This design comes from an exercise in tuning for small area, a short achievable clock period and few clock cycles on the open sky130 flow, not from production work.
The RTL was checked by simulation tests, not by an equivalence proof against the original design.
Power and IR drop assume default switching activity.

Setup of try-indigo:
## peak_interval_rate_estimator
module peak_interval_rate_estimator #(
    parameter int DEPTH = pire_pkg::DEPTH_DEFAULT
) (
    input  logic                           clk,
    input  logic                           rst_n,
    input  logic                           start,
    output logic                           busy,
    input  logic [10:0]                    cmd,
    output logic [20:0]                    result,
    output logic                           result_valid,
    input  logic                           cfg_valid,
    output logic                           cfg_ready,
    input  logic [pire_pkg::SPACING_W-1:0] cfg_data
);
For scale: about 1200 flip-flops.
clock: 5.5 ns
lec_check: 0
cap_margin: 20
core_margin: 2
core_utilization: 40
setup_slack_margin: 2.8
slew_margin: 20
run.sh (not shown) runs the stock make flow with config.mk's settings and CLKGATE_MAP_FILE= SYNTH_SCRIPT=/design/flow/synth_recipe.tcl, a recipe that flattens the netlist after the stock synthesis.
Testbench counts of try-indigo, summed over its fixed seeds: cycles 7,960.
What try-fjord does differently from try-indigo at the input level:
# try-indigo
export LEC_CHECK = 0
export CAP_MARGIN = 20
export CORE_MARGIN = 2
export CORE_UTILIZATION = 40
export SETUP_SLACK_MARGIN = 2.8
export SLEW_MARGIN = 20
create_clock -name core_clock -period 5.5 [get_ports {clk}]
# try-fjord
export LEC_CHECK = 0
export ABC_AREA = 1
export CAP_MARGIN = 20
export CORE_MARGIN = 2
export CORE_UTILIZATION = 40
export SETUP_SLACK_MARGIN = 3.2
export SLEW_MARGIN = 20
create_clock -name core_clock -period 5.5 [get_ports {clk}]
Results
- The largest family of logic cells by synthesized area comes out simple AND/OR/NAND/NOR gates in one run and compound AO/OA/AOI/OAI gates in the other, namely in try-fjord and try-indigo respectively.
- On xor-xnor portion of the synthesized cell area, try-fjord and try-indigo are basically level.
- Post-route fraction of the period consumed by the critical path sits lower in try-fjord than in try-indigo.
- Diff try-fjord and try-indigo: worst-margin pin slew lower in try-fjord
- Wire: try-fjord routes more than try-indigo
- ~same hold slack in try-fjord and try-indigo
- Number of tapcells (try-indigo / try-fjord): 0.940
- Per the comparison of try-fjord with try-indigo, leakage dissipation up about 16%, fraction of synthesis flops using an asynchronous set or reset pin held, total power divided by cell area up 15%.
- Taking try-indigo as the reference, in try-fjord power share of the combinational group climbed 11 points; clock skew higher.
Setup changes, try-fjord to try-maple
# try-fjord
export LEC_CHECK = 0
export ABC_AREA = 1
export CAP_MARGIN = 20
export CORE_MARGIN = 2
export CORE_UTILIZATION = 40
export SETUP_SLACK_MARGIN = 3.2
export SLEW_MARGIN = 20
create_clock -name core_clock -period 5.5 [get_ports {clk}]
# try-maple
export LEC_CHECK = 0
export CAP_MARGIN = 20
export CORE_MARGIN = 2
export CORE_UTILIZATION = 40
export PLACE_DENSITY = 0.75
export SETUP_SLACK_MARGIN = 2.6
export SLEW_MARGIN = 20
create_clock -name core_clock -period 5.5 [get_ports {clk}]
[compare] base=try-fjord new=try-maple: fraction of layout cells with a size suffix above 1 went up, net count after synthesis has decreased.
In terms of clock-pin slew reported for the worst setup and hold paths after clock tree synthesis, try-fjord and try-maple differ only marginally.
Non-clock buffer count: try-maple < try-fjord
Summary: with try-fjord as the reference, post-route standard cell area excluding fillers in try-maple moved down by a few percent.
The critical-path cell with the highest stage delay comes out sky130_fd_sc_hd__or4_4 in one run and sky130_fd_sc_hd__fa_2 in the other, namely in try-maple and try-fjord respectively.

---

alpha:
Another version of the RTL of peak_interval_rate_estimator (not shown whole).
Size: roughly 1200 flip-flops, about 0.050 mm^2 of cells after synthesis.
make LEC_CHECK=0 ABC_CLOCK_PERIOD_IN_PS=2500 CAP_MARGIN=20 CORE_MARGIN=2 CORE_UTILIZATION=40 SETUP_SLACK_MARGIN=3.0 SLEW_MARGIN=20 finish   # period 5.5 ns
Testbench counts of alpha, summed over its fixed seeds: cycles 8,034.
Here is what was changed in the inputs of beta compared with alpha.
- a deleted SETUP_SLACK_MARGIN that had been 3.0
==> comparison <==
- beta vs alpha on multi-input logic cell count: beta is the lower one.
- beta: cell count is 4.7% lower than what alpha reported.
- Diff alpha -> beta: final critical-path setup slack fell by 1.03 ns, detailed-route wire length on metal 1 now smaller.

---

Setup of job 101:
RTL: one of the versions met above, not the one the previous note started from.
Size in the first run: about 5900 cells after synthesis, ~1200 flip-flops, roughly 47 I/O pins, about 53000 sq um of cells after synthesis.
==> flow/design.v (excerpt) <==
module peak_interval_rate_estimator #(
    parameter int DEPTH = pire_pkg::DEPTH_DEFAULT
) (
    input  logic                           clk,
    input  logic                           rst_n,
    input  logic                           start,
    output logic                           busy,
    input  logic [10:0]                    cmd,
    output logic [20:0]                    result,
    output logic                           result_valid,
    input  logic                           cfg_valid,
    output logic                           cfg_ready,
    input  logic [pire_pkg::SPACING_W-1:0] cfg_data
);
make LEC_CHECK=0 ABC_AREA=1 CAP_MARGIN=20 CORE_MARGIN=2 CORE_UTILIZATION=40 SETUP_SLACK_MARGIN=2.9 SLEW_MARGIN=20 finish   # period 5.5 ns
Job 101 went all the way through synthesis, placement and routing and the layout is clean on timing, DRC and antenna.
Testbench counts of job 101, summed over its fixed seeds: cycles 7,960.
Edits applied to the flow inputs when going from job 101 to job 102:
# job 101
export LEC_CHECK = 0
export ABC_AREA = 1
export CAP_MARGIN = 20
export CORE_MARGIN = 2
export CORE_UTILIZATION = 40
export SETUP_SLACK_MARGIN = 2.9
export SLEW_MARGIN = 20
create_clock -name core_clock -period 5.5 [get_ports {clk}]
# job 102
export LEC_CHECK = 0
export ABC_AREA = 1
export CAP_MARGIN = 20
export CORE_MARGIN = 2
export CORE_UTILIZATION = 40
export SETUP_SLACK_MARGIN = 2.6
export SLEW_MARGIN = 20
create_clock -name core_clock -period 5.5 [get_ports {clk}]
Notes after the runs:
- [job 102 vs job 101] first-pass GRT wire length: lower in job 102
- The number of CTS-inserted buffers on job 102 is in line with that on job 101.
- The run showing the greater maximum number of pins on one net before global-route repair is job 101.
- Job 102 improves on job 101 in post-route total power.
- Looking at layout buffering overhead excluding clock cells, job 102 sits 0.52 points lower than job 101 does.
- Number of fill cells in job 102 is about 0.5% below job 101.
- Compared with job 101, job 102 ends up with a smaller final cell area.
- Combinational group share of total power was lower in the run labelled job 102.
- Sort job 101 and job 102 by sequential fraction of total cell area desc -> top: job 102
- w_head[0] as the timing startpoint of the critical path was reported by job 101, and sa[3] by job 102.
For job 103, these inputs were changed with respect to job 102:
# job 102
export LEC_CHECK = 0
export ABC_AREA = 1
export CAP_MARGIN = 20
export CORE_MARGIN = 2
export CORE_UTILIZATION = 40
export SETUP_SLACK_MARGIN = 2.6
export SLEW_MARGIN = 20
create_clock -name core_clock -period 5.5 [get_ports {clk}]
# job 103
export LEC_CHECK = 0
export ABC_AREA = 1
export CAP_MARGIN = 20
export CORE_MARGIN = 2
export CORE_UTILIZATION = 40
export SETUP_SLACK_MARGIN = 2.4
export SLEW_MARGIN = 20
create_clock -name core_clock -period 5.5 [get_ports {clk}]
--- outcome ---
In terms of clock network area share, job 102 and job 103 differ only marginally. Total routed wirelength essentially unchanged between job 103 and job 102. Diff job 102 -> job 103: post-detailed-route wirelength per cell about even, post-layout total power saw a decrease. Non-clock buffer instance count of the final layout (job 103 / job 102): 0.916. Multi-input logic cell count: job 103 vs job 102 identical. Job 103 vs. job 102: met3 usage in global routing stayed essentially flat; setup slack fell by 0.20 ns; finished layout cell area was more or less identical; global-route wire length before repair now sits at about the same level. Clock network fraction of design power delta for job 103 relative to job 102: 0.2 points higher.
Input-level comparison between job 104 and job 103:
# job 103
export LEC_CHECK = 0
export ABC_AREA = 1
export CAP_MARGIN = 20
export CORE_MARGIN = 2
export CORE_UTILIZATION = 40
export SETUP_SLACK_MARGIN = 2.4
export SLEW_MARGIN = 20
create_clock -name core_clock -period 5.5 [get_ports {clk}]
# job 104
export LEC_CHECK = 0
export CAP_MARGIN = 20
export CORE_MARGIN = 2
export CORE_UTILIZATION = 40
export SETUP_SLACK_MARGIN = 2.3
export SLEW_MARGIN = 20
create_clock -name core_clock -period 5.5 [get_ports {clk}]
Notes after the runs:
Going from job 103 to job 104, clock period minus worst slack went up by 0.27 ns, count of cell types in the netlist increased 27.
Between job 103 and job 104, sequential share of layout area is higher for job 104, job 103 comes in under that.
## Diff of input files: job 105 against job 104
# job 104
export LEC_CHECK = 0
export CAP_MARGIN = 20
export CORE_MARGIN = 2
export CORE_UTILIZATION = 40
export SETUP_SLACK_MARGIN = 2.3
export SLEW_MARGIN = 20
create_clock -name core_clock -period 5.5 [get_ports {clk}]
# job 105
export LEC_CHECK = 0
export CAP_MARGIN = 20
export CORE_MARGIN = 2
export CORE_UTILIZATION = 40
export SETUP_SLACK_MARGIN = 2.6
export SLEW_MARGIN = 20
create_clock -name core_clock -period 5.5 [get_ports {clk}]
Findings:
Compared with job 104, job 105 shows a minimum period implied by the final worst setup slack that is 0.26 ns lower. On hold slack, job 105 and job 104 are basically level. Worst reg2reg path depth: job 105 < job 104.

---

peak_interval_rate_estimator, a different RTL version from the one above (not shown whole).
For scale: roughly 1200 flip-flops, roughly 47 I/O pins, about 51000 µm² of cells after synthesis.
==> flow/config.mk <==
export PLATFORM = sky130hd
export DESIGN_NAME = peak_interval_rate_estimator
export DESIGN_NICKNAME = peak_interval_rate_estimator
export VERILOG_FILES = /design/flow/design.v
export SDC_FILE = /design/flow/constraint.sdc
export NUM_CORES = 4
export LEC_CHECK = 0
export CAP_MARGIN = 20
export CORE_MARGIN = 2
export CORE_UTILIZATION = 55
export SETUP_SLACK_MARGIN = 2.6
export SLEW_MARGIN = 20
==> flow/constraint.sdc <==
create_clock -name core_clock -period 5.5 [get_ports {clk}]
set_input_delay 1.1000 -clock core_clock [delete_from_list [all_inputs] [get_ports {clk}]]
set_output_delay 1.1000 -clock core_clock [all_outputs]
set_load 0.01 [all_outputs]
The starting point went through all stages and came out clean.
Testbench counts at the start, summed over its fixed seeds: cycles 8,201.
Edit:
CORE_UTILIZATION = 40   (was 55)
Outcome: The new run went through all stages and came out clean. Non-clock buffer count came out higher by 8. Design area went up slightly. Routed wire length rises slightly. Total power decreases slightly.

what the ideal ports hide:
The flow's constraints put no driver on any port. The routed layouts listed below were extracted and timed again, unchanged, in two steps.
Step 1 (the two cells are an assumption about what drives the block):
set clk [get_ports {clk}]
set_driving_cell -lib_cell sky130_fd_sc_hd__clkbuf_16 $clk
set_driving_cell -lib_cell sky130_fd_sc_hd__buf_2 [delete_from_list [all_inputs] $clk]
Step 2 adds t to the input delays and takes it off the output delays; t is the mean of the earliest and latest rising clock arrival at the registers after step 1. Input paths then give back, and output paths get back, about the clock's delay inside the block.
Three values: ideal ports, drivers, drivers and shift; two values: the first two.
run	t, ns	setup WS [ns]	worst register clock-pin slew, ns	worst slew at a driven data input, ns	pins driven straight from the clock port
try-indigo	0.839	2.464 / 2.464 / 2.198	0.07 / 0.07	0.05	1
try-fjord	0.833	2.810 / 2.810 / 2.575	0.07 / 0.07	0.05	1
try-maple	0.839	2.472 / 2.472 / 2.038	0.07 / 0.07	0.04	1
alpha	0.839	2.486 / 2.486 / 2.486	0.07 / 0.07	0.04	1
beta	0.843	1.452 / 1.452 / 1.452	0.07 / 0.07	0.05	1
job 101	0.839	2.875 / 2.875 / 2.361	0.07 / 0.07	0.05	1
job 102	0.847	2.757 / 2.676 / 2.189	0.07 / 0.07	0.04	1
job 103	0.847	2.553 / 2.471 / 2.205	0.07 / 0.07	0.04	1
job 104	0.848	2.281 / 2.281 / 1.712	0.07 / 0.07	0.05	1
job 105	0.833	2.537 / 2.537 / 1.864	0.06 / 0.06	0.05	1
the first run of note 4	0.817	2.576 / 2.576 / 2.576	0.07 / 0.07	0.05	1
the second run of note 4	0.855	2.634 / 2.617 / 2.634	0.07 / 0.07	0.04	1
After both steps setup and hold are still met in every run listed. For job 105, which loses most, drivers alone change the setup slack by 0.000 ns; drivers and shift together by -0.673 ns.
